What follows belongs to an exercise in optimizing a design on an open flow for small area; a production flow would make more cautious choices. Where RTL was checked, it was by simulation tests only, not by an equivalence proof against the original. Only the layout flow was run in runs 1 to 6; the RTL was not checked for function there. Power figures rest on the tool's default switching activity, not on a simulated workload.

$ cat design/flow/flow/run.sh
#!/bin/bash
# ORFS layout as standard.sh runs it, with three changes:
#  - synthesis maps the logic with an area-oriented ABC script (same registers),
#  - port buffers use the smallest buffer cell,
#  - CTS uses larger sink clusters and no dummy loads.
set -euo pipefail
rm -rf scripts_area
cp -r "$FLOW_HOME/scripts" scripts_area
cp flow/abc_speed.script scripts_area/abc_speed.script
export BUFFER_PORTS_ARGS="-buffer_cell sky130_fd_sc_hd__buf_1"
export CTS_ARGS="-sink_clustering_enable -repair_clock_nets -dont_use_dummy_load -sink_clustering_size 16 -sink_clustering_max_diameter 60 -buf_list sky130_fd_sc_hd__clkbuf_8"
SCRIPTS_DIR="$PWD/scripts_area" bash standard.sh synth > synth.log 2>&1
bash standard.sh > standard.log 2>&1
$ cat design/flow/flow/abc_speed.script
&get -n
&st
&syn2
&dch
&nf -R 1000 -p
&put
$ cat design/flow/standard.sh
#!/bin/bash
# synth_recipe.tcl (not shown) runs the flow's synth.tcl, then flattens the netlist and writes it again
# the make line also repeats each setting of config.mk as NAME=value (left out here)
make -C /OpenROAD-flow-scripts/flow DESIGN_CONFIG=/design/flow/config.mk WORK_HOME=/design/flow/orfs CLKGATE_MAP_FILE= SYNTH_SCRIPT=/design/flow/synth_recipe.tcl "${@:-finish}"
$ cat design/flow/config.mk
export PLATFORM = sky130hd
export DESIGN_NAME = avalon_flit_bridge_mc
export DESIGN_NICKNAME = avalon_flit_bridge_mc
export VERILOG_FILES = /design/flow/design.v
export SDC_FILE = /design/flow/constraint.sdc
export NUM_CORES = 4
export LEC_CHECK = 0
export CAP_MARGIN = 20
export CORE_MARGIN = 2
export CORE_UTILIZATION = 65
export PLACE_DENSITY = 0.8
export SLEW_MARGIN = 20
$ cat design/flow/constraint.sdc
create_clock -name core_clock -period 5.5 [get_ports {CLK}]
set_input_delay 1.1000 -clock core_clock [delete_from_list [all_inputs] [get_ports {CLK}]]
set_output_delay 1.1000 -clock core_clock [all_outputs]
set_load 0.01 [all_outputs]
$ cat design/flow/design.v
package avalon_flit_bridge_mc_pkg;
  localparam logic [2:0] REG_STATUS  = 3'd0;
  localparam logic [2:0] REG_TX_DATA = 3'd1;
  localparam logic [2:0] REG_RX_DATA = 3'd2;
  localparam logic [2:0] REG_IRQ_EN  = 3'd3;
  localparam logic [2:0] REG_CH_SEL  = 3'd4;
  localparam logic [2:0] REG_COUNT   = 3'd5;
  localparam logic [2:0] REG_DROPS   = 3'd6;
  localparam logic [2:0] REG_CLEAR   = 3'd7;
  localparam int STAT_RX_NE_LSB = 0;
  localparam int STAT_TX_NF_LSB = 8;
  localparam int STAT_UNDERFLOW = 16;
  localparam int STAT_OVERFLOW  = 17;
  localparam int CLEAR_STICKY_BIT = 0;
  localparam int CLEAR_FLUSH_BIT  = 1;
  localparam logic [15:0] DROPS_MAX = 16'hFFFF;
endpackage
module flit_fifo #(
  parameter int W       = 32,
  parameter int DEPTH   = 8,
  parameter bit KEEP_WR = 1'b0
) (
  input  logic                     CLK,
  input  logic                     RST,
  input  logic                     enq,
  input  logic [W-1:0]             enq_data,
  input  logic                     deq,
  input  logic                     flush,
  input  logic [DEPTH-1:0]         wr_oh_ext,
  output logic [DEPTH*W-1:0]       mem_flat,
  output logic [DEPTH-1:0]         rd_oh,
  output logic [$clog2(DEPTH)-1:0] ptr,
  output logic                     full,
  output logic                     empty,
  output logic [$clog2(DEPTH):0]   count
);
  localparam int AW = $clog2(DEPTH);
  logic [W-1:0]     mem [DEPTH];
  logic [AW-1:0]    ptr_q;    
  logic [AW:0]      cnt;
  logic [DEPTH-1:0] wr_oh;
  logic             do_enq;
  logic             do_deq;
  assign empty = (cnt == '0);
  assign full  = cnt[AW];
  assign count = cnt;
  assign ptr   = ptr_q;
  assign do_deq = deq && !empty && !flush;
  assign do_enq = enq && (!full || do_deq) && !flush;
  always_comb begin
    for (int k = 0; k < DEPTH; k++) begin
      rd_oh[k] = !KEEP_WR && (ptr_q == AW'(k));
      wr_oh[k] = KEEP_WR ? (ptr_q == AW'(k)) : wr_oh_ext[k];
      mem_flat[k*W +: W] = mem[k];
    end
  end
  always_ff @(posedge CLK or posedge RST) begin
    if (RST) begin
      cnt <= '0;
    end else if (flush) begin
      cnt <= '0;
    end else begin
      if (do_enq && !do_deq)      cnt <= cnt + (AW+1)'(1);
      else if (!do_enq && do_deq) cnt <= cnt - (AW+1)'(1);
    end
  end
  always_ff @(posedge CLK) begin
    if (KEEP_WR ? do_enq : do_deq) ptr_q <= ptr_q + AW'(1);
  end
  always_ff @(posedge CLK) begin
    for (int k = 0; k < DEPTH; k++)
      if (do_enq && wr_oh[k]) mem[k] <= enq_data;
  end
endmodule
module avalon_flit_bridge_mc #(
  parameter int NUM_CH   = 4,
  parameter int FLIT_W   = 32,
  parameter int TX_DEPTH = 8,
  parameter int RX_DEPTH = 8
) (
  input  logic                       CLK,
  input  logic                       RST,
  input  logic [2:0]                 avs_address,
  input  logic                       avs_read,
  output logic [31:0]                avs_readdata,
  output logic                       avs_readdatavalid,
  input  logic                       avs_write,
  input  logic [31:0]                avs_writedata,
  output logic                       irq,
  output logic [NUM_CH*FLIT_W-1:0]   deq_flit,
  output logic [NUM_CH-1:0]          RDY_deq_flit,
  input  logic [NUM_CH-1:0]          EN_deq_flit,
  input  logic [NUM_CH*FLIT_W-1:0]   enq_flit,
  input  logic [NUM_CH-1:0]          EN_enq_flit,
  output logic [NUM_CH-1:0]          RDY_enq_flit
);
  localparam int TXA = $clog2(TX_DEPTH);
  localparam int RXA = $clog2(RX_DEPTH);
  localparam int TXC = TXA + 1;
  localparam int RXC = RXA + 1;
  logic [NUM_CH-1:0] tx_full, tx_empty, rx_full, rx_empty;
  logic [NUM_CH-1:0] tx_enq, rx_deq, flush, sel_mask;
  logic [TXC-1:0]    tx_count [NUM_CH];
  logic [RXC-1:0]    rx_count [NUM_CH];
  logic [TXA-1:0]    tx_rd_ptr [NUM_CH];
  logic [RXA-1:0]    rx_wr_ptr [NUM_CH];
  logic [TX_DEPTH*FLIT_W-1:0] tx_mem [NUM_CH];
  logic [RX_DEPTH*FLIT_W-1:0] rx_mem [NUM_CH];
  logic [TX_DEPTH-1:0] tx_rd_oh [NUM_CH];
  logic [TX_DEPTH-1:0] tx_wr_oh;
  logic [RX_DEPTH-1:0] rx_rd_oh;
  logic [1:0]        ch_sel;    
  logic [NUM_CH-1:0] irq_en;
  logic [15:0]       drops;
  logic              underflow, overflow;
  logic              rd_acc, wr_acc, tx_push_req, rx_pop_req, tx_drop, rd_rx;
  logic              sel_rx_empty, sel_tx_full, sel_core_deq;
  logic [TXC-1:0]    sel_tx_count;
  logic [RXC-1:0]    sel_rx_count;
  logic [TXA-1:0]    sel_tx_rd_ptr, sel_tx_wr_ptr;
  logic [RXA-1:0]    sel_rx_wr_ptr, sel_rx_rd_ptr;
  logic [31:0]       rd_mux, rx_rd;
  for (genvar i = 0; i < NUM_CH; i++) begin : g_ch
    flit_fifo #(.W(FLIT_W), .DEPTH(TX_DEPTH), .KEEP_WR(1'b0)) u_tx (
      .CLK       (CLK),
      .RST       (RST),
      .enq       (tx_enq[i]),
      .enq_data  (avs_writedata[FLIT_W-1:0]),
      .deq       (EN_deq_flit[i]),
      .flush     (flush[i]),
      .wr_oh_ext (tx_wr_oh),
      .mem_flat  (tx_mem[i]),
      .rd_oh     (tx_rd_oh[i]),
      .ptr       (tx_rd_ptr[i]),
      .full      (tx_full[i]),
      .empty     (tx_empty[i]),
      .count     (tx_count[i])
    );
    flit_fifo #(.W(FLIT_W), .DEPTH(RX_DEPTH), .KEEP_WR(1'b1)) u_rx (
      .CLK       (CLK),
      .RST       (RST),
      .enq       (EN_enq_flit[i]),
      .enq_data  (enq_flit[i*FLIT_W +: FLIT_W]),
      .deq       (rx_deq[i]),
      .flush     (flush[i]),
      .wr_oh_ext ('0),
      .mem_flat  (rx_mem[i]),
      .rd_oh     (),
      .ptr       (rx_wr_ptr[i]),
      .full      (rx_full[i]),
      .empty     (rx_empty[i]),
      .count     (rx_count[i])
    );
    always_comb begin
      deq_flit[i*FLIT_W +: FLIT_W] = '0;
      for (int k = 0; k < TX_DEPTH; k++)
        deq_flit[i*FLIT_W +: FLIT_W] |= tx_mem[i][k*FLIT_W +: FLIT_W] & {FLIT_W{tx_rd_oh[i][k]}};
    end
  end
  assign RDY_deq_flit = ~tx_empty;
  assign RDY_enq_flit = ~rx_full;
  assign rd_acc = avs_read;
  assign wr_acc = avs_write && !avs_read;
  always_comb begin
    sel_mask      = '0;
    sel_rx_empty  = 1'b1;
    sel_tx_full   = 1'b0;
    sel_core_deq  = 1'b0;
    sel_tx_count  = '0;
    sel_rx_count  = '0;
    sel_tx_rd_ptr = '0;
    sel_rx_wr_ptr = '0;
    for (int i = 0; i < NUM_CH; i++) begin
      if (ch_sel == 2'(i)) begin
        sel_mask[i]   = 1'b1;
        sel_rx_empty  = rx_empty[i];
        sel_tx_full   = tx_full[i];
        sel_core_deq  = EN_deq_flit[i];
        sel_tx_count  = tx_count[i];
        sel_rx_count  = rx_count[i];
        sel_tx_rd_ptr = tx_rd_ptr[i];
        sel_rx_wr_ptr = rx_wr_ptr[i];
      end
    end
  end
  assign sel_tx_wr_ptr = sel_tx_rd_ptr + sel_tx_count[TXA-1:0];
  assign sel_rx_rd_ptr = sel_rx_wr_ptr - sel_rx_count[RXA-1:0];
  always_comb begin
    for (int k = 0; k < TX_DEPTH; k++) tx_wr_oh[k] = (sel_tx_wr_ptr == TXA'(k));
    for (int k = 0; k < RX_DEPTH; k++) rx_rd_oh[k] = (sel_rx_rd_ptr == RXA'(k));
  end
  assign tx_push_req = wr_acc && (avs_address == avalon_flit_bridge_mc_pkg::REG_TX_DATA);
  assign rx_pop_req  = rd_acc && (avs_address == avalon_flit_bridge_mc_pkg::REG_RX_DATA);
  assign tx_enq      = tx_push_req ? sel_mask : '0;
  assign rx_deq      = rx_pop_req  ? sel_mask : '0;
  assign flush       = (wr_acc && (avs_address == avalon_flit_bridge_mc_pkg::REG_CLEAR) && avs_writedata[avalon_flit_bridge_mc_pkg::CLEAR_FLUSH_BIT])
                       ? sel_mask : '0;
  assign tx_drop     = tx_push_req && sel_tx_full && !sel_core_deq;
  assign rd_rx = (avs_address == avalon_flit_bridge_mc_pkg::REG_RX_DATA);
  always_comb begin
    rx_rd = '0;
    for (int i = 0; i < NUM_CH; i++)
      for (int k = 0; k < RX_DEPTH; k++)
        rx_rd |= rx_mem[i][k*FLIT_W +: FLIT_W]
                 & {FLIT_W{rd_rx && !sel_rx_empty && sel_mask[i] && rx_rd_oh[k]}};
  end
  always_comb begin
    rd_mux = rx_rd;
    case (avs_address)
      avalon_flit_bridge_mc_pkg::REG_STATUS: begin
        rd_mux[avalon_flit_bridge_mc_pkg::STAT_RX_NE_LSB +: NUM_CH] = ~rx_empty;
        rd_mux[avalon_flit_bridge_mc_pkg::STAT_TX_NF_LSB +: NUM_CH] = ~tx_full;
        rd_mux[avalon_flit_bridge_mc_pkg::STAT_UNDERFLOW]           = underflow;
        rd_mux[avalon_flit_bridge_mc_pkg::STAT_OVERFLOW]            = overflow;
      end
      avalon_flit_bridge_mc_pkg::REG_IRQ_EN:  rd_mux[NUM_CH-1:0] = irq_en;
      avalon_flit_bridge_mc_pkg::REG_CH_SEL:  rd_mux[2:0]        = {1'b0, ch_sel};
      avalon_flit_bridge_mc_pkg::REG_COUNT: begin
        rd_mux[7:0]  = 8'(sel_rx_count);
        rd_mux[15:8] = 8'(sel_tx_count);
      end
      avalon_flit_bridge_mc_pkg::REG_DROPS:   rd_mux[15:0]       = drops;
      default: ;
    endcase
  end
  always_ff @(posedge CLK or posedge RST) begin
    if (RST) begin
      ch_sel    <= '0;
      irq_en    <= '0;
      drops     <= '0;
      underflow <= 1'b0;
      overflow  <= 1'b0;
      irq       <= 1'b0;
    end else begin
      if (wr_acc) begin
        case (avs_address)
          avalon_flit_bridge_mc_pkg::REG_IRQ_EN: irq_en <= avs_writedata[NUM_CH-1:0];
          avalon_flit_bridge_mc_pkg::REG_CH_SEL: if (avs_writedata < 32'(NUM_CH)) ch_sel <= avs_writedata[1:0];
          avalon_flit_bridge_mc_pkg::REG_DROPS:  drops <= '0;
          avalon_flit_bridge_mc_pkg::REG_CLEAR: begin
            if (avs_writedata[avalon_flit_bridge_mc_pkg::CLEAR_STICKY_BIT]) begin
              underflow <= 1'b0;
              overflow  <= 1'b0;
            end
          end
          default: ;
        endcase
      end
      if (tx_drop) begin
        overflow <= 1'b1;
        if (drops != avalon_flit_bridge_mc_pkg::DROPS_MAX) drops <= drops + 16'd1;
      end
      if (rx_pop_req && sel_rx_empty) underflow <= 1'b1;
      irq <= |(~rx_empty & irq_en);
    end
  end
  always_ff @(posedge CLK or posedge RST) begin
    if (RST) avs_readdatavalid <= 1'b0;
    else     avs_readdatavalid <= rd_acc;
  end
  always_ff @(posedge CLK) avs_readdata <= rd_mux;
endmodule
==> flow_summary.yaml, run 1 <==
worst_setup_path:
  crit_path_start_kind: "flip-flop"
  timing.rr.end: "avs_readdata[1]"
  r2r_slack_ps: 660
  startpoint: "ch_sel[0]"
  r2r_cells: 15
  timing.rr.start: "ch_sel[0]"
  cp.arrival_ps: 5590
  worstSetupPathType: "flip-flop to flip-flop"
  end_kind: "flip-flop"
  critPathRequiredTime_ps: 6250
  worst-path-max-fanout: 20
synth:
  async_flop_share_pct: 2.68
  synth_flop_cell: "edfxtp_1"
  synth.yosys.seq_area_share_pct: 83.1
  syn_inst: 3931
  syn_nets: 4183
  ys_warn_count: 12
  synth-edff-count: 2072
  synth_cell_types: 42
  syn_avg_cell_area_um2: 19.7
  synth_seq_cells: 2162
  syn_area_mm2: 0.0774
layout:
  syn_to_final_growth_pct: 9.96
  drive_above_1_share_pct: 10.5
  final_cell_area_mm2: 0.0851
  fillers: 6807
  fin_cells: 6190
  nets: 4887
  layout_commonest_cell: "edfxtp_1"
  layout_common_cells: "2,072 x edfxtp_1, 368 x a222oi_1, 326 x buf_1"
  seq_area_mm2: 0.0643
  multi_input_area_mm2: 0.0135
sta:
  skew_ps: 105
  finalMaxSlewViolations: 0
  tightest_slew_ps: 1230
  fin_hold_ws_ps: 426
  rsz0062_at_grt: "no"
  timing.setup.tns_ps: 0
  fmax_ghz: 0.207
  slew_headroom_pct: 17.6
  setup_viol: 0
  hold_violations: 0
  period_share_pct: 88.0
  finalCriticalPeriod_ps: 4840
global_routing:
  grt_max_degree: 59
  grt_first_pass_wirelength_um: 311000
  antenna_found_initial: 35
  grt_pass1_vias: 44800
  grt_usage_pct: 36.0
  grt_remaining_overflow: 0
clocking:
  cts_resized: 0
  cts_buffer_depth: 3
  cts_max_level: 4
  clk_latency_ps: 910
  root_buffer: "clkbuf_8"
  clock-sinks: 2162
  path_clk_slew_ps: 100
  hold_buffers: 0
  post_cts_buffers: 0
  cts_tree: "built"
  numCtsBuffers: 160
die:
  start_util_pct: 65.6
  dieArea_mm2: 0.122
  rows: 126
  core-area_mm2: 0.118
  dieHeight_um: 349
  die_w_um: 349
  pin_count: 345
power:
  power.density_mw_per_mm2: 364
  power_leakage_nw: 26.6
  ir_drop_v: 0.000247
placement:
  dp_hpwl_um: 134000
  placed_area_mm2: 0.0828
  port_buffers: 344
  dp.cells: 6006
  routabilityCongestion: 0.926
hold_path:
  hold_path.class: "input pin to asynchronous set/reset pin"
drt:
  final_antenna_net_count: 0
  wire_per_inst_um: 35.8
  drt_drc_violations_left: 0
  dr.pass1.iters: 10
  drtIter0Drc: 9155
  via_per_inst: 7.49
  num_vias: 46400
  drt-total-wl_um: 222000
outcome:
  status: "timing/DRC/antenna clean"
flow_run:
  max_cap_violations: 0
==> critical path, stage by stage, from the launching register on <==
cell	delay [ps]
dfrtp_1	480
nand2b_1	300
buf_4	270
o22a_1	150
o221ai_1	180
fa_1	450
xnor2_1	310
xor2_1	330
nand2_1	310
nor2_4	910
buf_4	440
a22o_1	220
a221oi_1	50
nand3_1	100
nor3_1	70
a31oi_1	170
==> synth_stat cells (2+ instances only) <==
cell type  count  area (um^2)
a211o_1       11         96.3
nor4_1        12         75.1
dfxtp_1       32          641
o21ai_0       35          175
a31o_1         2         17.5
xor2_1        15          131
mux2_1        10          113
mux2i_1        4         40.0
nor2_1       109          409
dfrtp_1       58         1450
o22ai_1       21          131
ha_1          67          838
and4_1         2         17.5
o22a_1         2         17.5
and3_1        31          194
a21oi_1       26          130
xnor2_1       18          158
a31oi_1        9         56.3
o21a_1         2         15.0
fa_1          10          200
a21o_1        12         90.1
nand3_1      173          866
clkinv_1      49          184
nand4_1       72          450
o221ai_1       2         17.5
a22oi_1      217         1630
o31ai_1        2         15.0
a221oi_1     128         1120
edfxtp_1    2072        62200
nand2b_1      16          100
and2_0        25          156
or3_1          6         37.5
nand2_1      131          492
a22o_1       126         1100
nor3_1        14         70.1
a221o_1        2         20.0
or4_1         14          105
a222oi_1     368         3680
nor2b_1       23          144
==> power by group <==
group / switching [mW] / leakage, nW / internal (mW)
clock: 4.67 / 1.15 / 2.61
sequential: 0.365 / 19.6 / 18.3
combinational: 3.49 / 5.87 / 1.57
==> flip-flops by register name (all words and copies together), names as in the netlist, 2 cells and up <==
| register | flops |
|---|---|
| drops | 16 |
| g_ch.u_rx.cnt | 16 |
| avs_readdata | 32 |
| g_ch.u_rx.ptr_q | 12 |
| ch_sel | 2 |
| g_ch.u_tx.mem | 1024 |
| g_ch.u_tx.ptr_q | 12 |
| g_ch.u_rx.mem | 1024 |
| g_ch.u_tx.cnt | 16 |
| irq_en | 4 |
==> how the worst max path moves through the flow <==
stage,end,slack [ps],cells after the start
3_5_place_dp,avs_readdata[16],900,18
5_1_grt,avs_readdata[1],490,17
4_1_cts,deq_flit[69],820,7
3_3_place_gp,avs_readdata[16],1010,18
6_report,avs_readdata[1],660,15
2_1_floorplan,avs_readdata[3],1120,16
==> logic make-up (layout without fill, tap and decap cells) <==
group / count (synthesis) / after routing / share of synthesized area, %
buffers and inverters: 49 / 751 / 0.238
xor gates and xnor gates: 33 / 33 / 0.373
AOI/OAI and AO/OA: 966 / 966 / 10.8
adders and majority gates: 77 / 77 / 1.34
muxes: 14 / 14 / 0.197
and+or+nand+nor: 630 / 630 / 4.04
DFF: 2162 / 2162 / 83.1
other: 0 / 21 / 0
==> routing by layer <==
layer	routed length (um)	vias up	global-route usage [%]
li1	-	18500	-
met1	69900	22700	45.8
met2	103000	4322	56.0
met3	34600	832	10.9
met4	14100	22	19.9
met5	151	-	0
==> through the flow <==
step	setup WS [ps]	util [%]	total power, mW
finish	659	72.1	31.0
global route	491	72.1	31.9
CTS	824	72.0	30.9
detailed placement	902	70.1	24.0
global placement	1010	70.1	23.9
floorplan	1120	-	21.5
==> layout make-up <==
type | instances | area share [%]
well taps | 1536 | 2.26
inverters | 49 | 0.216
multi-input cells | 1720 | 15.9
repair buffers | 542 | 3.49
flip-flops and latches | 2162 | 75.5
diodes | 21 | 0.0617
clock buffers | 160 | 2.59
==> run 2, diff against run 1 <==
--- a/design/flow/config.mk
+++ b/design/flow/config.mk
@@ -8,5 +8,6 @@
 export CAP_MARGIN = 20
 export CORE_MARGIN = 2
 export CORE_UTILIZATION = 65
+export GPL_TIMING_DRIVEN = 0
 export PLACE_DENSITY = 0.8
 export SLEW_MARGIN = 20
==> run 2 against run 1 <==
Net effect: now fails the layout checks on setup timing; clock power rose by 1%; flip-flop and latch count did not move; register-to-register slack got worse by 730 ps; first-iteration DRC count rose by 8.0%; routed wire length rose by 7.5%; via count rose by 3.0%; maximum frequency fell by 13%; setup slack got worse by 730 ps; largest cell class unchanged.
==> flow_summary.yaml, run 2 <==
synth:
  synth_cell_types: 42
  synth-edff-count: 2072
  async_flop_share_pct: 2.68
  syn_avg_cell_area_um2: 19.7
  synth_area_leaders: "edfxtp_1 80%, a222oi_1 4.8%, a22oi_1 2.1%, dfrtp_1 1.9%, a221oi_1 1.4%"
  syn_nets: 4183
  synth_flop_cell: "edfxtp_1"
  synth_top_area_share_pct: 80.4
  yosys-top-cells-count: "2,072 x edfxtp_1, 368 x a222oi_1, 217 x a22oi_1"
  synth.yosys.seq_area_share_pct: 83.1
  syn_inst: 3931
  synth_seq_cells: 2162
  yosysMostFrequentCell: "edfxtp_1"
  syn_area_mm2: 0.0774
  ys_warn_count: 12
  synth_top_area_cell: "edfxtp_1"
layout:
  drive_above_1_share_pct: 10.6
  top_regs: "g_ch.u_rx.mem (1024), g_ch.u_tx.mem (1024), avs_readdata (32)"
  layout_commonest_cell: "edfxtp_1"
  syn_to_final_growth_pct: 13.1
  layout_common_cells: "2,072 x edfxtp_1, 368 x a222oi_1, 312 x buf_1"
  fillers: 6247
  nets: 4847
global_routing:
  grt_first_pass_wirelength_um: 331000
  grt_pass1_vias: 46500
  grt.met3_usage_pct: 13.7
  grt_remaining_overflow: 0
  use_met1_pct: 48.6
  top_usage_layer: "met2"
  grt_usage_pct: 39.0
  antenna_found_initial: 42
  gr-usage-met2_pct: 59.3
  grt_max_degree: 37
worst_setup_path:
  end_kind: "flip-flop"
  r2r_cells: 14
  critPathRequiredTime_ps: 6190
  path_cells: "nand2b_2 > o22ai_1 > nor2_1 > ha_1 > clkinv_1 > fa_1 > xnor2_1 > xor2_1 > nand3_1 > nor2_4 > a222oi_1 > nand4_1 > nor3_1 > a31oi_1"
  timing.rr.start: "ch_sel[1]"
  r2r_slack_ps: -70
  cp.arrival_ps: 6270
  slowest_delay_ps: 780
  timing.rr.end: "avs_readdata[1]"
  worst-path-max-fanout: 15
  crit_path_start_kind: "flip-flop"
  worstSetupPathType: "flip-flop to flip-flop"
  critical_path.slowest_cell: "nor2_4"
flow_run:
  max_cap_violations: 0
outcome:
  status: "finished with violations"
  violations: "setup timing"
power:
  ir_drop_v: 0.000273
  power.density_mw_per_mm2: 361
  power_leakage_nw: 27.2
  power_mw: 31.6
clocking:
  cts_tree: "built"
  cts_max_level: 4
  path_clk_slew_ps: 100
  cts_buffer_depth: 3
  clk_latency_ps: 910
  root_buffer: "clkbuf_8"
  clock-sinks: 2162
  numCtsBuffers: 161
die:
  dieHeight_um: 349
  pin_count: 345
  die_w_um: 349
  rows: 126
  core-area_mm2: 0.118
  dieArea_mm2: 0.122
  start_util_pct: 65.6
drt:
  dr.pass1.iters: 14
  drtIter0Drc: 9886
  num_vias: 47800
  drt_drc_violations_left: 0
  via_per_inst: 7.76
  final_antenna_net_count: 0
  drt-total-wl_um: 238000
  wire_per_inst_um: 38.7
sta:
  skew_ps: 118
  fmax_ghz: 0.179
  period_share_pct: 101
  finalMaxSlewViolations: 0
  setup_ws_ps: -74.8
  finalCriticalPeriod_ps: 5570
  slew_headroom_pct: 23.2
  hold_violations: 0
  tightest_slew_ps: 1140
  setup_viol: 2
hold_path:
  hold_path.class: "input pin to asynchronous set/reset pin"
placement:
  routabilityCongestion: 0.912
  post-place-ws_ps: -232
  dp_hpwl_um: 146000
  port_buffers: 344
run 2: cell counts after synthesis:
No cell type changed its count.
run 2: metrics by stage:
stage	hold slack, ps	instances	setup TNS, ps	util [%]	instance area, um^2
2_1_floorplan	446	3931	0	-	77400
3_3_place_gp	482	5811	-1042750	68.3	80600
3_5_place_dp	477	5968	-232	72.2	85300
4_1_cts	333	6129	0	74.1	87500
5_1_grt	397	6148	-2.07	74.2	87600
6_report	395	6157	-109	74.2	87600
run 2: kinds of logic (layout without fill, tap and decap cells):
kind of cell,after synthesis,after routing,synth area share [%]
adder cells (fa/ha/maj),77,77,1.34
other,0,28,0
multiplexers,14,14,0.197
flip-flops,2162,2162,83.1
XOR/XNOR,33,33,0.373
AO/OA/AOI/OAI,966,966,10.8
AND/OR/NAND/NOR,630,630,4.04
buffers and inverters,49,711,0.238
run 2: cell type report:
class / count / area [um^2] / share of cell area [%]
inverter: 49 / 185 / 0.211
timing repair buffer: 501 / 5170 / 5.90
antenna: 28 / 70.1 / 0.0800
clock buffer: 161 / 2220 / 2.53
tap: 1536 / 1920 / 2.19
sequential: 2162 / 64300 / 73.4
multi-input combinational: 1720 / 13700 / 15.7
run 2: worst max path at each step:
stage	from	endpoint	slack (ps)	cells after the start
after floorplan	ch_sel[0]	avs_readdata[3]	1120	16
after global placement	ch_sel[0]	avs_readdata[1]	-2580	14
after detailed placement	ch_sel[0]	avs_readdata[14]	-230	16
after CTS	ch_sel[1]	avs_readdata[14]	170	16
after global routing	ch_sel[1]	avs_readdata[14]	-2	16
final	ch_sel[1]	avs_readdata[1]	-70	14
run 2: critical path: cells and delay by family (launching register included):
family | cells | cell delay, ps
and+or+nand+nor | 6 | 2130
adders and majority gates | 2 | 660
DFF | 1 | 720
xor gates and xnor gates | 2 | 770
AOI/OAI and AO/OA | 3 | 1020
buffers and inverters | 1 | 100
run 2: metal layers:
metal,share of wire (%),routed length [um]
met5,0.13,315
met4,7.4,17700
met3,17,39800
met2,45,108000
met1,30,72300
run 2: timing repair:
item / 4_1_cts / 5_1_grt
hold buffers: 0 / 0
buffers inserted: 0 / 0
endpoints found under the setup margin: 2 / 4
gates resized for setup: 4 / 8
run 2: report_power, final:
group | switching [mW] | leakage, nW | internal (mW)
clock | 4.72 | 1.16 | 2.62
sequential | 0.348 | 19.6 | 18.3
combinational | 3.77 | 6.44 | 1.86
==> run 3, diff against run 2 <==
--- a/design/flow/flow/run.sh
+++ b/design/flow/flow/run.sh
@@ -8,6 +8,6 @@
 cp -r "$FLOW_HOME/scripts" scripts_area
 cp flow/abc_speed.script scripts_area/abc_speed.script
 export BUFFER_PORTS_ARGS="-buffer_cell sky130_fd_sc_hd__buf_1"
-export CTS_ARGS="-sink_clustering_enable -repair_clock_nets -dont_use_dummy_load -sink_clustering_size 16 -sink_clustering_max_diameter 60 -buf_list sky130_fd_sc_hd__clkbuf_8"
+export CTS_ARGS="-sink_clustering_enable -repair_clock_nets -dont_use_dummy_load -sink_clustering_size 18 -sink_clustering_max_diameter 50 -buf_list sky130_fd_sc_hd__clkbuf_8"
 SCRIPTS_DIR="$PWD/scripts_area" bash standard.sh synth > synth.log 2>&1
 bash standard.sh > standard.log 2>&1
--- a/design/flow/config.mk
+++ b/design/flow/config.mk
@@ -8,6 +8,5 @@
 export CAP_MARGIN = 20
 export CORE_MARGIN = 2
 export CORE_UTILIZATION = 65
-export GPL_TIMING_DRIVEN = 0
 export PLACE_DENSITY = 0.8
 export SLEW_MARGIN = 20
==> run 3 against run 2 <==
Net effect: now clean on timing, DRC and antenna; first-iteration DRC count shrank 6.2%; final area shrank 2.9%; die area did not move; sequential share of layout area up 2.2 points; combinational power down 9.8%; synthesized cell count did not move.
==> flow_summary.yaml, run 3 <==
synth:
  syn_inst: 3931
  synth_area_leaders: "edfxtp_1 80%, a222oi_1 4.8%, a22oi_1 2.1%, dfrtp_1 1.9%, a221oi_1 1.4%"
  syn_area_mm2: 0.0774
  synth-edff-count: 2072
  synth_cell_types: 42
  synth.yosys.seq_area_share_pct: 83.1
  yosys-top-cells-count: "2,072 x edfxtp_1, 368 x a222oi_1, 217 x a22oi_1"
  synth_flop_cell: "edfxtp_1"
  syn_avg_cell_area_um2: 19.7
  yosysMostFrequentCell: "edfxtp_1"
  synth_top_area_cell: "edfxtp_1"
  synth_seq_cells: 2162
  async_flop_share_pct: 2.68
  synth_top_area_share_pct: 80.4
  syn_nets: 4183
  ys_warn_count: 12
layout:
  top_regs: "g_ch.u_rx.mem (1024), g_ch.u_tx.mem (1024), avs_readdata (32)"
  seq_area_mm2: 0.0643
  layout_commonest_cell: "edfxtp_1"
  final_cell_area_mm2: 0.0851
  drive_above_1_share_pct: 10.5
  multi_input_area_mm2: 0.0135
  final_core_util_pct: 72.1
  layout_common_cells: "2,072 x edfxtp_1, 368 x a222oi_1, 326 x buf_1"
  syn_to_final_growth_pct: 9.90
  fillers: 6823
  nets: 4884
power:
  power_leakage_nw: 26.6
  ir_drop_v: 0.000351
  power_mw: 30.9
  power.density_mw_per_mm2: 363
hold_path:
  hold_path.class: "input pin to asynchronous set/reset pin"
global_routing:
  grt_pass1_vias: 44700
  grt_usage_pct: 35.9
  grt_remaining_overflow: 0
  grt_max_degree: 59
  grt_first_pass_wirelength_um: 310000
  antenna_found_initial: 31
placement:
  routabilityCongestion: 0.926
  placed_area_mm2: 0.0828
  dp_hpwl_um: 134000
  port_buffers: 344
worst_setup_path:
  end_kind: "flip-flop"
  critPathRequiredTime_ps: 6260
  r2r_cells: 15
  timing.rr.start: "ch_sel[0]"
  cp.arrival_ps: 5600
  worst-path-max-fanout: 20
  r2r_slack_ps: 660
  worstSetupPathType: "flip-flop to flip-flop"
  crit_path_start_kind: "flip-flop"
  timing.rr.end: "avs_readdata[1]"
  startpoint: "ch_sel[0]"
clocking:
  hold_buffers: 0
  clk_latency_ps: 900
  root_buffer: "clkbuf_8"
  cts_max_level: 4
  cts_resized: 0
  cts_tree: "built"
  numCtsBuffers: 157
  path_clk_slew_ps: 100
  cts_buffer_depth: 3
  clock-sinks: 2162
  post_cts_buffers: 0
drt:
  drt_drc_violations_left: 0
  wire_per_inst_um: 35.8
  drt-total-wl_um: 221000
  drtIter0Drc: 9278
  final_antenna_net_count: 0
  num_vias: 46400
  via_per_inst: 7.50
  dr.pass1.iters: 11
sta:
  slew_headroom_pct: 20.8
  fin_hold_ws_ps: 442
  finalMaxSlewViolations: 0
  rsz0062_at_grt: "no"
  timing.setup.tns_ps: 0
  period_share_pct: 87.9
  hold_violations: 0
  finalCriticalPeriod_ps: 4840
  tightest_slew_ps: 1190
  fmax_ghz: 0.207
  setup_viol: 0
  skew_ps: 106
die:
  dieHeight_um: 349
  core-area_mm2: 0.118
  start_util_pct: 65.6
  dieArea_mm2: 0.122
  die_w_um: 349
  rows: 126
  pin_count: 345
flow_run:
  max_cap_violations: 0
outcome:
  status: "timing/DRC/antenna clean"
==> run 3: where the power goes <==
group / internal, mW / switching, mW
Sequential: 18.3 / 0.366
Clock: 2.56 / 4.61
Combinational: 1.58 / 3.49
==> run 3: critical path, cell delays in order, from the launching register on <==
cell	delay, ps
dfrtp_1	480
nand2b_1	280
buf_4	260
o22a_1	150
o221ai_1	190
fa_1	460
xnor2_1	290
xor2_1	330
nand2_1	310
nor2_4	920
buf_4	450
a22o_1	200
a221oi_1	50
nand3_1	120
nor3_1	80
a31oi_1	160
==> run 3: stage by stage <==
stage	std cells	setup WS (ps)
after floorplan	3931	1120
after global placement	6005	1010
after detailed placement	6006	902
after CTS	6163	832
after global routing	6182	485
final	6185	663
==> run 3: logic make-up (layout without fill, tap and decap cells) <==
logic type,after synthesis,after routing,share of synthesized area [%]
DFF,2162,2162,83.1
AOI/OAI and AO/OA,966,966,10.8
and+or+nand+nor,630,630,4.04
adders and majority gates,77,77,1.34
buffers and inverters,49,748,0.238
xor gates and xnor gates,33,33,0.373
muxes,14,14,0.197
other,0,19,0
==> run 3: metal layers <==
| layer | share of wire (%) | track usage [%] |
|---|---|---|
| met5 | 0.070 | 0.960 |
| met3 | 15 | 10.4 |
| met1 | 32 | 46.0 |
| met2 | 47 | 55.6 |
| met4 | 6.1 | 20.4 |
==> run 3: worst max-delay path by stage <==
stage                  endpoint  cells past startpoint
3_3_place_gp   avs_readdata[16]                     18
6_report        avs_readdata[1]                     15
5_1_grt         avs_readdata[1]                     17
2_1_floorplan   avs_readdata[3]                     16
3_5_place_dp   avs_readdata[16]                     18
4_1_cts            deq_flit[69]                      7
==> run 3: final cells by class <==
class	instances	area share (%)
diodes	19	0.0559
clock buffers	157	2.54
inverters	49	0.216
multi-input cells	1720	15.9
flip-flops and latches	2162	75.6
well taps	1536	2.26
repair buffers	542	3.49
==> run 4, diff against run 3 <==
==> design/flow/flow/run.sh (replaced) <==
#!/bin/bash
# ORFS layout as standard.sh runs it, with three changes:
#  - synthesis maps the logic with an area-oriented ABC script (same registers),
#  - port buffers use the smallest buffer cell,
#  - CTS uses larger sink clusters and no dummy loads,
#  - placement and routing repair buffer with the smaller buffer cells only.
set -euo pipefail
rm -rf scripts_area
cp -r "$FLOW_HOME/scripts" scripts_area
cp flow/abc_speed.script scripts_area/abc_speed.script
export BUFFER_PORTS_ARGS="-buffer_cell sky130_fd_sc_hd__buf_1"
export CTS_ARGS="-sink_clustering_enable -repair_clock_nets -dont_use_dummy_load -sink_clustering_size 16 -sink_clustering_max_diameter 60 -buf_list sky130_fd_sc_hd__clkbuf_8"
SCRIPTS_DIR="$PWD/scripts_area" bash standard.sh synth > synth.log 2>&1
export DONT_USE_CELLS="sky130_fd_sc_hd__buf_4 sky130_fd_sc_hd__buf_6 sky130_fd_sc_hd__buf_8 sky130_fd_sc_hd__buf_12 sky130_fd_sc_hd__buf_16 sky130_fd_sc_hd__clkbuf_4 sky130_fd_sc_hd__clkbuf_16"
bash standard.sh > standard.log 2>&1
==> run 4 against run 3 <==
Net effect: maximum frequency barely moved; sequential power is essentially flat; still clean on timing, DRC and antenna; sequential share of layout area about the same.
==> flow_summary.yaml, run 4 <==
layout:
  final_core_util_pct: 72.1
  seq_area_mm2: 0.0643
  fillers: 6807
  drive_above_1_share_pct: 10.5
  nets: 4887
  layout_common_cells: "2,072 x edfxtp_1, 368 x a222oi_1, 326 x buf_1"
  syn_to_final_growth_pct: 9.96
  multi_input_area_mm2: 0.0135
  layout_commonest_cell: "edfxtp_1"
  top_regs: "g_ch.u_rx.mem (1024), g_ch.u_tx.mem (1024), avs_readdata (32)"
clocking:
  post_cts_buffers: 0
  cts_max_level: 4
  clk_latency_ps: 910
  path_clk_slew_ps: 100
  cts_resized: 0
  numCtsBuffers: 160
  cts_buffer_depth: 3
  cts_tree: "built"
  root_buffer: "clkbuf_8"
  clock-sinks: 2162
  hold_buffers: 0
synth:
  synth_flop_cell: "edfxtp_1"
  syn_inst: 3931
  synth_top_area_share_pct: 80.4
  syn_nets: 4183
  ys_warn_count: 12
  synth.yosys.seq_area_share_pct: 83.1
  syn_avg_cell_area_um2: 19.7
  synth_area_leaders: "edfxtp_1 80%, a222oi_1 4.8%, a22oi_1 2.1%, dfrtp_1 1.9%, a221oi_1 1.4%"
  async_flop_share_pct: 2.68
  synth-edff-count: 2072
  synth_cell_types: 42
  yosysMostFrequentCell: "edfxtp_1"
  synth_seq_cells: 2162
  synth_top_area_cell: "edfxtp_1"
  syn_area_mm2: 0.0774
  yosys-top-cells-count: "2,072 x edfxtp_1, 368 x a222oi_1, 217 x a22oi_1"
drt:
  drt_drc_violations_left: 0
  final_antenna_net_count: 0
  dr.pass1.iters: 10
  wire_per_inst_um: 35.8
  via_per_inst: 7.49
  drt-total-wl_um: 222000
  drtIter0Drc: 9155
  num_vias: 46400
placement:
  port_buffers: 344
  dp_hpwl_um: 134000
  routabilityCongestion: 0.926
global_routing:
  grt_max_degree: 59
  grt_first_pass_wirelength_um: 311000
  grt_usage_pct: 36.0
  grt_pass1_vias: 44800
  grt_remaining_overflow: 0
  antenna_found_initial: 35
power:
  power.density_mw_per_mm2: 364
  power_leakage_nw: 26.6
  ir_drop_v: 0.000247
worst_setup_path:
  crit_path_start_kind: "flip-flop"
  worstSetupPathType: "flip-flop to flip-flop"
  worst-path-max-fanout: 20
  cp.arrival_ps: 5590
  critPathRequiredTime_ps: 6250
  end_kind: "flip-flop"
die:
  pin_count: 345
  core-area_mm2: 0.118
  dieHeight_um: 349
  start_util_pct: 65.6
  dieArea_mm2: 0.122
  rows: 126
  die_w_um: 349
hold_path:
  hold_path.class: "input pin to asynchronous set/reset pin"
sta:
  finalMaxSlewViolations: 0
  period_share_pct: 88.0
  timing.setup.tns_ps: 0
  hold_violations: 0
  setup_viol: 0
  skew_ps: 105
  rsz0062_at_grt: "no"
  fmax_ghz: 0.207
  finalCriticalPeriod_ps: 4840
  slew_headroom_pct: 17.6
  tightest_slew_ps: 1230
outcome:
  status: "timing/DRC/antenna clean"
flow_run:
  max_cap_violations: 0
-- run 4: logic make-up after synthesis --
logic type | synth area share, %
compound gates | 10.8
xor+xnor | 0.373
fa+ha+maj | 1.34
buf+inv | 0.238
flops | 83.1
mux | 0.197
simple gates | 4.04
-- run 4: path summary, 6_finish.rpt --
| check | slack (ps) | from | end | cells after the start |
|---|---|---|---|---|
| worst max-delay path | 660 | ch_sel[0] | avs_readdata[1] | 15 |
| worst min-delay path | 430 | RST | g_ch[2].u_tx.cnt[1] | 3 |
| worst max register to register | 660 | ch_sel[0] | avs_readdata[1] | 15 |
| max in group asynchronous | 4440 | RST | irq_en[1] | 3 |
| worst min register to register | 520 | irq_en[1] | irq_en[1] | 1 |
| min in group core_clock | 520 | irq_en[1] | irq_en[1] | 1 |
-- run 4: cell type report --
| cell class | instances | share of cell area, % |
|---|---|---|
| repair buffers | 542 | 3.49 |
| flip-flops and latches | 2162 | 75.5 |
| well taps | 1536 | 2.26 |
| diodes | 21 | 0.0617 |
| multi-input cells | 1720 | 15.9 |
| inverters | 49 | 0.216 |
| clock buffers | 160 | 2.59 |
-- run 4: where the power goes --
| group | internal (mW) | switching (mW) | total, mW |
|---|---|---|---|
| Clock | 2.61 | 4.67 | 7.28 |
| Sequential | 18.3 | 0.365 | 18.7 |
| Combinational | 1.57 | 3.49 | 5.06 |
-- run 4: routing by layer --
| layer | GRT usage (%) | wire length, um | share of wire, % | vias to the layer above |
|---|---|---|---|---|
| li1 | - | - | - | 18500 |
| met1 | 45.8 | 69900 | 32 | 22700 |
| met2 | 56.0 | 103000 | 46 | 4322 |
| met3 | 10.9 | 34600 | 16 | 832 |
| met4 | 19.9 | 14100 | 6.4 | 22 |
| met5 | 0 | 151 | 0.068 | - |
-- run 4: worst max-delay path: stages (launching register included) --
cell	delay, ps
dfrtp_1	480
nand2b_1	300
buf_4	270
o22a_1	150
o221ai_1	180
fa_1	450
xnor2_1	310
xor2_1	330
nand2_1	310
nor2_4	910
buf_4	440
a22o_1	220
a221oi_1	50
nand3_1	100
nor3_1	70
a31oi_1	170
-- run 4: stage by stage --
stage / total power [mW] / hold slack, ps / instance area [um^2] / setup WS, ps / instances
floorplan: 21.5 / 446 / 77400 / 1120 / 3931
global placement: 23.9 / 495 / 82800 / 1010 / 6005
detailed placement: 24.0 / 505 / 82800 / 902 / 6006
CTS: 30.9 / 403 / 85000 / 824 / 6166
global route: 31.9 / 487 / 85100 / 491 / 6184
finish: 31.0 / 426 / 85100 / 659 / 6190
==> run 5, diff against run 4 <==
==> design/flow/flow/run.sh (replaced) <==
#!/bin/bash
# ORFS layout as standard.sh runs it, with these changes:
#  - synthesis maps the logic with an area-oriented ABC script and lets ABC
#    map the small adders too (no adder cells); the registers are unchanged,
#  - port buffers use the smallest buffer cell,
#  - CTS uses larger sink clusters and no dummy loads.
set -euo pipefail
rm -rf scripts_area
cp -r "$FLOW_HOME/scripts" scripts_area
cp flow/abc_speed.script scripts_area/abc_speed.script
export BUFFER_PORTS_ARGS="-buffer_cell sky130_fd_sc_hd__buf_1"
export CTS_ARGS="-sink_clustering_enable -repair_clock_nets -dont_use_dummy_load -sink_clustering_size 16 -sink_clustering_max_diameter 60 -buf_list sky130_fd_sc_hd__clkbuf_8"
ADDER_MAP_FILE= SCRIPTS_DIR="$PWD/scripts_area" bash standard.sh synth > synth.log 2>&1
bash standard.sh > standard.log 2>&1
==> design/flow/flow/abc_speed.script (replaced) <==
&get -n
&st
&syn2
&dch -f
&nf -R 1000 -p -C 32
&put
==> run 5 against run 4 <==
Net effect: global-route usage up 0.57 points; cell count up 0.79%; utilization up 0.50 points; synthesized area down 1.0%; non-clock buffer count down 12; maximum frequency about the same.
==> flow_summary.yaml, run 5 <==
worst_setup_path:
  path_cells: "or2_0 > o22ai_1 > nor2_1 > or2_0 > nand2_1 > nor3_1 > nand2_1 > nor2_4 > buf_4 > a222oi_1 > nand2_1 > nor3_1 > a41oi_1"
  crit_cells: 13
  path_buf_inv: 1
  critPathRequiredTime_ps: 6260
  r2r_slack_ps: 660
  worst-path-max-fanout: 24
  worstSetupPathType: "flip-flop to flip-flop"
  cp.arrival_ps: 5610
  startpoint: "ch_sel[0]"
  path_delay_family: "simple AND/OR/NAND/NOR gates"
  end_kind: "flip-flop"
  critical_path.endpoint: "avs_readdata[8]"
  r2r_cells: 13
  crit_path_start_kind: "flip-flop"
  timing.rr.end: "avs_readdata[8]"
  slowest_delay_ps: 990
  cpMostUsedCell: "nand2_1"
  critical_path.slowest_cell: "nor2_4"
  timing.rr.start: "ch_sel[0]"
clocking:
  clock-sinks: 2162
  post_cts_buffers: 0
  clk_latency_ps: 900
  cts_resized: 0
  path_clk_slew_ps: 90
  cts_max_level: 4
  numCtsBuffers: 159
  root_buffer: "clkbuf_8"
  cts_tree: "built"
  cts_buffer_depth: 3
  hold_buffers: 0
die:
  rows: 125
  core-area_mm2: 0.117
  die_w_um: 347
  dieHeight_um: 347
  dieArea_mm2: 0.121
  pin_count: 345
  start_util_pct: 65.8
synth:
  synth-edff-count: 2072
  syn_avg_cell_area_um2: 19.1
  async_flop_share_pct: 2.68
  synth_top_area_share_pct: 81.2
  synth.yosys.seq_area_share_pct: 83.9
  syn_area_mm2: 0.0767
  synth_seq_cells: 2162
  synth_flop_cell: "edfxtp_1"
  syn_inst: 4010
  syn_nets: 4185
  synth_cell_types: 45
  yosys-top-cells-count: "2,072 x edfxtp_1, 374 x a22oi_1, 358 x a222oi_1"
  yosysMostFrequentCell: "edfxtp_1"
  synth_area_leaders: "edfxtp_1 81%, a222oi_1 4.7%, a22oi_1 3.7%, dfrtp_1 1.9%, nand4_1 1.3%"
  ys_warn_count: 12
  synth_top_area_cell: "edfxtp_1"
global_routing:
  grt_max_degree: 59
  grt_remaining_overflow: 0
  antenna_found_initial: 29
  grt_usage_pct: 36.6
  grt_pass1_vias: 45300
  grt_first_pass_wirelength_um: 313000
layout:
  layout_commonest_cell: "edfxtp_1"
  syn_to_final_growth_pct: 10.4
  layout_common_cells: "2,072 x edfxtp_1, 374 x a22oi_1, 358 x a222oi_1"
  drive_above_1_share_pct: 10.5
  fin_cells: 6239
  top_regs: "g_ch.u_rx.mem (1024), g_ch.u_tx.mem (1024), avs_readdata (32)"
  nets: 4876
drt:
  drt-total-wl_um: 223000
  via_per_inst: 7.55
  wire_per_inst_um: 35.7
  num_vias: 47100
  final_antenna_net_count: 0
  drtIter0Drc: 9574
  dr.pass1.iters: 13
  drt_drc_violations_left: 0
power:
  p_int_mw: 22.1
  power.density_mw_per_mm2: 350
  power_leakage_nw: 25.8
  netSwitchingFraction_pct: 25.3
  combPwrFrac_pct: 10.7
  power_mw: 29.6
  p_sw_mw: 7.49
  ir_drop_v: 0.000290
  pwr-share-seq_pct: 64.8
  p_clk_share_pct: 24.5
sta:
  period_share_pct: 88.1
  slew_headroom_pct: 22.1
  hold_violations: 0
  tightest_slew_ps: 1170
  rsz0062_at_grt: "no"
  finalCriticalPeriod_ps: 4840
  skew_ps: 95.0
  finalMaxSlewViolations: 0
  setup_viol: 0
  fmax_ghz: 0.206
placement:
  port_buffers: 344
  dp.cells: 6061
  routabilityCongestion: 0.922
  dp_hpwl_um: 129000
outcome:
  status: "timing/DRC/antenna clean"
hold_path:
  hold_path.class: "input pin to asynchronous set/reset pin"
flow_run:
  max_cap_violations: 0
==> run 5: cell count changes after synthesis, sizes merged, moves of 67 or more <==
cell	previous run	this run
a22oi	217	374
a22o	126	22
nand4	72	161
a221oi	128	26
nand2	131	250
ha	67	0
==> run 5: how the worst min path moves through the flow <==
stage / end / slack, ps / from / depth (start not counted)
after global placement: avs_readdata[24] / 430 / g_ch[0].u_rx.mem[3][24] / 2
after global routing: drops[11] / 430 / RST / 3
after floorplan: avs_readdata[24] / 420 / g_ch[0].u_rx.mem[3][24] / 2
final: drops[11] / 390 / RST / 3
after CTS: drops[11] / 340 / RST / 3
after detailed placement: avs_readdata[25] / 430 / g_ch[0].u_rx.mem[3][25] / 2
==> run 5: power by group through the flow <==
stage | clock (mW) | combinational, mW | sequential [mW]
floorplan | 0 | 1.36 | 19.4
global placement | 0 | 2.99 | 19.5
detailed placement | 0 | 3.06 | 19.5
CTS | 7.22 | 3.07 | 19.2
global route | 7.73 | 3.27 | 19.2
finish | 7.24 | 3.17 | 19.2
==> run 5: area by class of cell <==
cell class / instances / area (um^2)
antenna: 16 / 40.0
clock buffer: 159 / 2190
fill: 6601 / 31900
inverter: 24 / 90.1
multi-input combinational: 1824 / 13100
sequential: 2162 / 64300
tap: 1524 / 1910
timing repair buffer: 530 / 2950
==> run 5: kinds of logic (layout without fill, tap and decap cells) <==
kind of cell | Yosys count | after routing | synth area share, %
compound gates | 942 | 942 | 10.1
xor+xnor | 33 | 33 | 0.377
buf+inv | 24 | 713 | 0.118
flops | 2162 | 2162 | 83.9
mux | 12 | 12 | 0.171
other cells | 0 | 16 | 0
simple gates | 837 | 837 | 5.35
==> run 5: worst register-to-register path: stages (launching register included) <==
cell and delay [ps]:
dfrtp_1 600, or2_0 770, o22ai_1 200, nor2_1 250, or2_0 320, nand2_1 120
nor3_1 310, nand2_1 300, nor2_4 990, buf_4 370, a222oi_1 140, nand2_1 140
nor3_1 60, a41oi_1 230
==> run 5: metrics by stage <==
| stage | util (%) | setup WS, ps | cell area [um^2] | hold WS [ps] | setup TNS, ps |
|---|---|---|---|---|---|
| final | 72.6 | 657 | 84600 | 392 | 0 |
| after global routing | 72.6 | 459 | 84600 | 434 | 0 |
| after CTS | 72.5 | 790 | 84500 | 337 | 0 |
| after detailed placement | 70.6 | 779 | 82300 | 431 | 0 |
| after global placement | 70.5 | 916 | 82200 | 433 | 0 |
| after floorplan | - | -342 | 76700 | 421 | -23050 |
==> run 5: routing by layer <==
layer  vias up  part of all wire (%)  wire length (um)  GRT usage, %
li1      18700                     -                 -             -
met1     22800                    31             69500          47.7
met2      4709                    46            103000          57.0
met3       872                    16             36700          10.7
met4        24                   6.0             13400          18.2
met5         -                 0.076               170         0.200
==> run 6, diff against run 5 <==
--- a/design/flow/config.mk
+++ b/design/flow/config.mk
@@ -7,6 +7,5 @@
 export LEC_CHECK = 0
 export CAP_MARGIN = 20
 export CORE_MARGIN = 2
-export CORE_UTILIZATION = 65
-export PLACE_DENSITY = 0.8
+export CORE_UTILIZATION = 40
 export SLEW_MARGIN = 20
==> run 6 against run 5 <==
Net effect: routed wire length rose by 7.9%; clock-buffer cell count grew 4; utilization fell by 27 points; critical path depth unchanged; via count fell by 3.6%; clock skew decreased by 12 ps; synthesized cell count did not move; die area is 62% higher; clock power grew 3.7%; global-route usage fell by 13 points; flip-flop and latch count unchanged; largest cell class unchanged; largest power group unchanged.
==> flow_summary.yaml, run 6 <==
worst_setup_path:
  worstSetupPathType: "flip-flop to flip-flop"
  end_kind: "flip-flop"
  critical_path.endpoint: "avs_readdata[20]"
  worst-path-max-fanout: 19
  crit_path_start_kind: "flip-flop"
  timing.rr.end: "avs_readdata[20]"
  r2r_cells: 13
  timing.rr.start: "ch_sel[0]"
  startpoint: "ch_sel[0]"
  critPathRequiredTime_ps: 6320
  r2r_slack_ps: 780
  cp.arrival_ps: 5550
layout:
  drive_above_1_share_pct: 10.6
  top_regs: "g_ch.u_rx.mem (1024), g_ch.u_tx.mem (1024), avs_readdata (32)"
  seq_area_mm2: 0.0643
  final_cell_area_mm2: 0.0859
  layout_common_cells: "2,072 x edfxtp_1, 374 x a22oi_1, 358 x a222oi_1"
  fillers: 16300
  syn_to_final_growth_pct: 12.1
  nets: 4879
  fin_cells: 7224
  multi_input_area_mm2: 0.0131
  layout_commonest_cell: "edfxtp_1"
synth:
  syn_nets: 4185
  muxShareOfSynthArea_pct: 0.171
  synth_flop_cell: "edfxtp_1"
  synth-simple-area-share_pct: 5.35
  synth_compound_gate_area_share_pct: 10.1
  async_flop_share_pct: 2.68
  synth_seq_cells: 2162
  ys_warn_count: 12
  syn_area_mm2: 0.0767
  synth_top_area_share_pct: 81.2
  synth_top_family_by_area: "compound AO/OA/AOI/OAI gates"
  yosysMostFrequentCell: "edfxtp_1"
  synth_cell_types: 45
  synth_area_leaders: "edfxtp_1 81%, a222oi_1 4.7%, a22oi_1 3.7%, dfrtp_1 1.9%, nand4_1 1.3%"
  synth_top_area_cell: "edfxtp_1"
  syn_avg_cell_area_um2: 19.1
  synth.yosys.seq_area_share_pct: 83.9
  syn_inst: 4010
  yosys-top-cells-count: "2,072 x edfxtp_1, 374 x a22oi_1, 358 x a222oi_1"
  synth_xor_area_share_pct: 0.377
  yosys.area_share.adder_pct: 0
  synth-edff-count: 2072
sta:
  timing.setup.tns_ps: 0
  tightest_slew_ps: 1170
  fmax_ghz: 0.212
  skew_ps: 82.7
  rsz0062_at_grt: "no"
  setup_ws_ps: 777
  slew_headroom_pct: 21.8
  finalMaxSlewViolations: 0
  finalCriticalPeriod_ps: 4720
  hold_violations: 0
  setup_viol: 0
  fin_hold_ws_ps: 369
  period_share_pct: 85.9
clocking:
  hold_buffers: 0
  clock-sinks: 2162
  cts_buffer_depth: 3
  numCtsBuffers: 163
  root_buffer: "clkbuf_8"
  clk_latency_ps: 950
  cts_max_level: 4
  cts_tree: "built"
  path_clk_slew_ps: 90
  cts_resized: 0
  post_cts_buffers: 0
placement:
  placed_area_mm2: 0.0836
  post-place-ws_ps: 819
  port_buffers: 344
  dp_hpwl_um: 142000
  dp.cells: 7048
  routabilityCongestion: 0.830
power:
  ir_drop_v: 0.000284
  power_leakage_nw: 25.8
  power.density_mw_per_mm2: 348
drt:
  drt_drc_violations_left: 0
  drt-total-wl_um: 240000
  final_antenna_net_count: 0
  drtIter0Drc: 7244
  dr.pass1.iters: 13
  num_vias: 45400
  wire_per_inst_um: 33.3
  via_per_inst: 6.29
die:
  core-area_mm2: 0.190
  die_w_um: 442
  dieArea_mm2: 0.195
  pin_count: 345
  rows: 160
  start_util_pct: 40.3
  dieHeight_um: 442
global_routing:
  grt_usage_pct: 24.0
  grt_pass1_vias: 43800
  grt_first_pass_wirelength_um: 334000
  grt_remaining_overflow: 0
  grt_max_degree: 59
  antenna_found_initial: 30
outcome:
  status: "timing/DRC/antenna clean"
hold_path:
  hold_path.class: "input pin to asynchronous set/reset pin"
flow_run:
  max_cap_violations: 0
## run 6: cell counts after synthesis
Identical to the previous run, type by type.
## run 6: cells by family (layout without fill, tap and decap cells)
| family | count (synthesis) | after routing |
|---|---|---|
| other cells | 0 | 11 |
| xor+xnor | 33 | 33 |
| flops | 2162 | 2162 |
| compound gates | 942 | 942 |
| simple gates | 837 | 837 |
| buf+inv | 24 | 716 |
| mux | 12 | 12 |
## run 6: layer usage
layer / GRT usage [%] / vias to the layer above / part of all wire [%]
met1: 31.3 / 23400 / 37
met5: 0 / - / 0.050
li1: - / 18700 / -
met3: 4.64 / 457 / 10
met2: 40.0 / 2839 / 49
met4: 8.96 / 20 / 3.9
## run 6: power by group
part	total [mW]	internal, mW	switching [mW]	leakage, nW
registers	19.2	18.7	0.416	19.7
logic	3.24	0.743	2.50	4.93
clock network	7.51	2.65	4.86	1.17
## run 6: area by class of cell
cell class	count	share of cell area [%]
Timing Repair Buffer	529	3.48
Multi-Input combinational cell	1824	15.3
Clock buffer	163	2.61
Antenna cell	11	0.0320
Inverter	24	0.105
Tap cell	2511	3.66
Sequential cell	2162	74.8
## run 6: worst min path at each step
stage,startpoint,end,slack (ps)
4_1_cts,RST,drops[6],320
2_1_floorplan,g_ch[0].u_rx.mem[3][24],avs_readdata[24],420
6_report,RST,drops[13],370
3_5_place_dp,g_ch[2].u_rx.mem[1][28],avs_readdata[28],440
5_1_grt,RST,g_ch[3].u_rx.cnt[2],410
3_3_place_gp,g_ch[0].u_rx.mem[3][25],avs_readdata[25],430
## run 6: metrics by stage
step	power, mW	utilization [%]
2_1_floorplan	20.8	-
3_3_place_gp	22.7	43.8
3_5_place_dp	22.8	43.9
4_1_cts	30.0	45.1
5_1_grt	30.8	45.1
6_report	29.9	45.1
## run 6: worst max-delay path: stages, from the launching register on
cell and delay [ps]:
dfrtp_1 570, nand2b_1 700, o22ai_1 150, nor2_1 300, xnor2_1 300, mux2i_1 190
a22oi_1 770, nor2_4 310, buf_4 330, a22o_1 210, a221oi_1 240, nand4_1 160
nor3_1 260, nand3_1 140
==> run 7, diff against run 6 <==
--- a/design/flow/design.v
+++ b/design/flow/design.v
@@ -64,8 +64,9 @@
       else if (!do_enq && do_deq) cnt <= cnt - (AW+1)'(1);
     end
   end
-  always_ff @(posedge CLK) begin
-    if (KEEP_WR ? do_enq : do_deq) ptr_q <= ptr_q + AW'(1);
+  always_ff @(posedge CLK or posedge RST) begin
+    if (RST)                            ptr_q <= '0;
+    else if (KEEP_WR ? do_enq : do_deq) ptr_q <= ptr_q + AW'(1);
   end
   always_ff @(posedge CLK) begin
     for (int k = 0; k < DEPTH; k++)
@@ -143,7 +144,7 @@
       .enq_data  (enq_flit[i*FLIT_W +: FLIT_W]),
       .deq       (rx_deq[i]),
       .flush     (flush[i]),
-      .wr_oh_ext ('0),
+      .wr_oh_ext ({RX_DEPTH{1'b0}}),
       .mem_flat  (rx_mem[i]),
       .rd_oh     (),
       .ptr       (rx_wr_ptr[i]),
@@ -151,11 +152,12 @@
       .empty     (rx_empty[i]),
       .count     (rx_count[i])
     );
-    always_comb begin
-      deq_flit[i*FLIT_W +: FLIT_W] = '0;
-      for (int k = 0; k < TX_DEPTH; k++)
-        deq_flit[i*FLIT_W +: FLIT_W] |= tx_mem[i][k*FLIT_W +: FLIT_W] & {FLIT_W{tx_rd_oh[i][k]}};
-    end
+    logic [FLIT_W-1:0] tx_or [TX_DEPTH+1];
+    assign tx_or[0] = '0;
+    for (genvar k = 0; k < TX_DEPTH; k++) begin : g_tx_rd
+      assign tx_or[k+1] = tx_or[k] | (tx_mem[i][k*FLIT_W +: FLIT_W] & {FLIT_W{tx_rd_oh[i][k]}});
+    end
+    assign deq_flit[i*FLIT_W +: FLIT_W] = tx_or[TX_DEPTH];
   end
   assign RDY_deq_flit = ~tx_empty;
   assign RDY_enq_flit = ~rx_full;
@@ -197,13 +199,16 @@
                        ? sel_mask : '0;
   assign tx_drop     = tx_push_req && sel_tx_full && !sel_core_deq;
   assign rd_rx = (avs_address == avalon_flit_bridge_mc_pkg::REG_RX_DATA);
-  always_comb begin
-    rx_rd = '0;
-    for (int i = 0; i < NUM_CH; i++)
-      for (int k = 0; k < RX_DEPTH; k++)
-        rx_rd |= rx_mem[i][k*FLIT_W +: FLIT_W]
-                 & {FLIT_W{rd_rx && !sel_rx_empty && sel_mask[i] && rx_rd_oh[k]}};
-  end
+  logic [FLIT_W-1:0] rx_or [NUM_CH*RX_DEPTH+1];
+  assign rx_or[0] = '0;
+  for (genvar i = 0; i < NUM_CH; i++) begin : g_rx_rd_ch
+    for (genvar k = 0; k < RX_DEPTH; k++) begin : g_rx_rd
+      assign rx_or[i*RX_DEPTH+k+1] = rx_or[i*RX_DEPTH+k]
+        | (rx_mem[i][k*FLIT_W +: FLIT_W]
+           & {FLIT_W{rd_rx && !sel_rx_empty && sel_mask[i] && rx_rd_oh[k]}});
+    end
+  end
+  assign rx_rd = rx_or[NUM_CH*RX_DEPTH];
   always_comb begin
     rd_mux = rx_rd;
     case (avs_address)
--- a/design/flow/config.mk
+++ b/design/flow/config.mk
@@ -5,7 +5,8 @@
 export SDC_FILE = /design/flow/constraint.sdc
 export NUM_CORES = 4
 export LEC_CHECK = 0
-export CAP_MARGIN = 20
+export CAP_MARGIN = 0
 export CORE_MARGIN = 2
-export CORE_UTILIZATION = 40
-export SLEW_MARGIN = 20
+export CORE_UTILIZATION = 65
+export PLACE_DENSITY = 0.8
+export SLEW_MARGIN = 0
==> run 7 against run 6 <==
Net effect: largest power group unchanged; cell count fell by 13%; critical path type unchanged; total power rose by 4.0%; sequential share of layout area rose by 1.3 points; via count rose by 1.8%; global-route usage rose by 12 points; setup slack got worse by 100 ps; register-to-register slack got worse by 100 ps; synthesized cell count rose by 0.85%.
==> flow_summary.yaml, run 7 <==
synth:
  synth_area_leaders: "edfxtp_1 80%, a222oi_1 4.4%, a22oi_1 3.7%, dfrtp_1 2.7%, nand4_1 1.4%"
  ys_warn_count: 22
  yosysMostFrequentCell: "edfxtp_1"
  synth_flop_cell: "edfxtp_1"
  muxShareOfSynthArea_pct: 0.173
  synth_cell_types: 42
  yosys-top-cells-count: "2,048 x edfxtp_1, 380 x a22oi_1, 335 x a222oi_1"
  synth_xor_area_share_pct: 0.502
  syn_nets: 4219
  synth_top_area_cell: "edfxtp_1"
  async_flop_share_pct: 3.79
  synth-edff-count: 2048
  synth_top_area_share_pct: 80.1
  syn_area_mm2: 0.0767
  yosys.area_share.adder_pct: 0.0130
  synth_compound_gate_area_share_pct: 10.1
  synth_seq_cells: 2162
  syn_avg_cell_area_um2: 19.0
  synth_top_family_by_area: "compound AO/OA/AOI/OAI gates"
  synth-simple-area-share_pct: 5.49
  syn_inst: 4044
  synth.yosys.seq_area_share_pct: 83.7
die:
  pin_count: 345
  dieHeight_um: 348
  core-area_mm2: 0.118
  start_util_pct: 65.2
  dieArea_mm2: 0.121
  rows: 126
  die_w_um: 348
worst_setup_path:
  slowest_delay_ps: 840
  path_cells: "or2_0 > a21oi_1 > nor4_1 > nor2_1 > nand2_1 > nor2_4 > buf_4 > a222oi_1 > nand3_1 > nor4_1 > a31oi_1"
  r2r_cells: 11
  critical_path.slowest_cell: "or2_0"
  timing.rr.end: "avs_readdata[0]"
  r2r_slack_ps: 670
  critPathRequiredTime_ps: 6190
  worstSetupPathType: "flip-flop to flip-flop"
  end_kind: "flip-flop"
  cp.arrival_ps: 5520
  worst-path-max-fanout: 25
  cpMostUsedCell: "nor4_1"
  timing.rr.start: "ch_sel[1]"
  crit_path_start_kind: "flip-flop"
power:
  power_mw: 31.1
  power_leakage_nw: 26.0
  ir_drop_v: 0.000337
  power.density_mw_per_mm2: 369
global_routing:
  grt_usage_pct: 35.8
  use_met1_pct: 46.0
  grt_max_degree: 45
  grt_first_pass_wirelength_um: 308000
  grt_remaining_overflow: 0
  top_usage_layer: "met2"
  gr-usage-met2_pct: 56.7
  grt_pass1_vias: 45400
  grt.met3_usage_pct: 9.91
  antenna_found_initial: 20
drt:
  drt_drc_violations_left: 0
  dr.pass1.iters: 9
  num_vias: 46300
  via_per_inst: 7.39
  wire_per_inst_um: 34.7
  final_antenna_net_count: 0
  drt-total-wl_um: 218000
  drtIter0Drc: 8640
sta:
  timing.setup.tns_ps: 0
  finalCriticalPeriod_ps: 4830
  slew_headroom_pct: 5.57
  fmax_ghz: 0.207
  tightest_slew_ps: 1400
  rsz0062_at_grt: "no"
  finalMaxSlewViolations: 0
  skew_ps: 71.2
  hold_violations: 0
  setup_viol: 0
  period_share_pct: 87.7
layout:
  top_regs: "g_ch.u_rx.mem (1024), g_ch.u_tx.mem (1024), avs_readdata (32)"
  fin_cells: 6264
  layout_common_cells: "2,048 x edfxtp_1, 380 x a22oi_1, 335 x a222oi_1"
  layout_commonest_cell: "edfxtp_1"
  nets: 4898
  syn_to_final_growth_pct: 9.91
  drive_above_1_share_pct: 10.1
clocking:
  numCtsBuffers: 157
  cts_resized: 0
  post_cts_buffers: 0
  cts_buffer_depth: 3
  cts_tree: "built"
  path_clk_slew_ps: 100
  clk_latency_ps: 890
  clock-sinks: 2162
  root_buffer: "clkbuf_8"
  cts_max_level: 4
  hold_buffers: 0
placement:
  dp_hpwl_um: 128000
  port_buffers: 344
  dp.cells: 6100
  routabilityCongestion: 0.952
outcome:
  status: "timing/DRC/antenna clean"
hold_path:
  hold_path.class: "input pin to asynchronous set/reset pin"
flow_run:
  max_cap_violations: 0
-- run 7: cell types whose count changed after synthesis, sizes merged, moves of 14 or more --
cell,change
a221oi,+16
a222oi,-23
dfrtp,+24
edfxtp,-24
nand2,+25
nand3,-14
nand4,+15
-- run 7: how the worst max path moves through the flow --
stage / slack [ps] / end / start / depth (start not counted)
floorplan: -10 / g_ch[2].u_rx.mem[0][0] / avs_write / 7
global placement: 900 / g_ch[3].u_tx.cnt[3] / avs_address[1] / 12
detailed placement: 820 / avs_readdata[0] / ch_sel[1] / 11
CTS: 830 / avs_readdata[0] / ch_sel[1] / 11
global route: 480 / avs_readdata[0] / ch_sel[1] / 11
finish: 670 / avs_readdata[0] / ch_sel[1] / 11
-- run 7: final cells by class --
cell class              count  area [um^2]
flip-flops and latches   2162        64200
fillers                  6914        33300
multi-input cells        1870        13300
repair buffers            520         2710
clock buffers             157         2160
well taps                1536         1920
inverters                  12         46.3
diodes                      7         17.5
-- run 7: metrics by stage --
stage / cell area [um^2] / hold slack, ps / setup WS [ps] / util [%]
after global routing: 84300 / 360 / 484 / 71.7
after floorplan: 76800 / 421 / -12.8 / -
after detailed placement: 82200 / 437 / 815 / 69.9
after global placement: 82200 / 427 / 901 / 69.9
after CTS: 84300 / 301 / 826 / 71.7
final: 84300 / 335 / 675 / 71.7
-- run 7: layer usage --
layer | share of wire, % | vias up
li1 | - | 18800
met1 | 32 | 22600
met2 | 47 | 4146
met3 | 15 | 746
met4 | 6.1 | 26
met5 | 0.074 | -
-- run 7: report_power, final --
| part | internal [mW] | leakage (nW) | switching, mW |
|---|---|---|---|
| logic | 1.04 | 5.06 | 3.18 |
| clock network | 2.56 | 1.13 | 4.60 |
| registers | 19.1 | 19.8 | 0.626 |
-- run 7: worst max-delay path, delay by kind of cell (launching register included) --
| kind | cells | cell delay, ps |
|---|---|---|
| AO/OA/AOI/OAI | 3 | 600 |
| AND/OR/NAND/NOR | 7 | 3110 |
| buffers and inverters | 1 | 330 |
| flip-flops | 1 | 560 |
-- run 7: cells by family (layout without fill, tap and decap cells) --
group           count (synthesis)  after routing
simple gates                  864            864
flops                        2162           2162
fa+ha+maj                       1              1
compound gates                949            949
other cells                     0              7
mux                            12             12
xor+xnor                       44             44
buf+inv                        12            689

[separate check: timing with driven ports]
No port has a modelled driver above. Below, the same layouts with a new extraction and two added sets of constraints. Step 1, drivers: a clkbuf_16 drives CLK and a buf_2 each remaining input, both assumed. Step 2 also shifts input and output timing later by t, the mid clock arrival at the registers, as if the neighbouring blocks saw the same clock. a / b / c = ideal ports / drivers / drivers and shift; a / b = the first two.
run | t, ns | slack for setup (ns) | worst hold slack (ns) | latest minus earliest clock arrival (ns)
run 1 | 0.921 | 0.659 / 0.659 / 0.659 | 0.426 / 0.423 / 0.520 | 0.106 / 0.107
run 2 | 0.935 | -0.075 / -0.075 / -0.075 | 0.395 / 0.333 / 0.503 | 0.118 / 0.118
run 3 | 0.914 | 0.663 / 0.663 / 0.663 | 0.442 / 0.438 / 0.504 | 0.106 / 0.105
run 4 | 0.921 | 0.659 / 0.659 / 0.659 | 0.426 / 0.423 / 0.520 | 0.106 / 0.107
run 5 | 0.930 | 0.657 / 0.657 / 0.657 | 0.392 / 0.381 / 0.457 | 0.096 / 0.096
run 6 | 0.995 | 0.777 / 0.777 / 0.777 | 0.369 / 0.310 / 0.470 | 0.107 / 0.106
run 7 | 0.929 | 0.675 / 0.675 / 0.628 | 0.335 / 0.293 / 0.438 | 0.072 / 0.071
The setup slack of run 7, which loses most, moves by 0.000 ns with the drivers and by -0.047 ns with both steps.
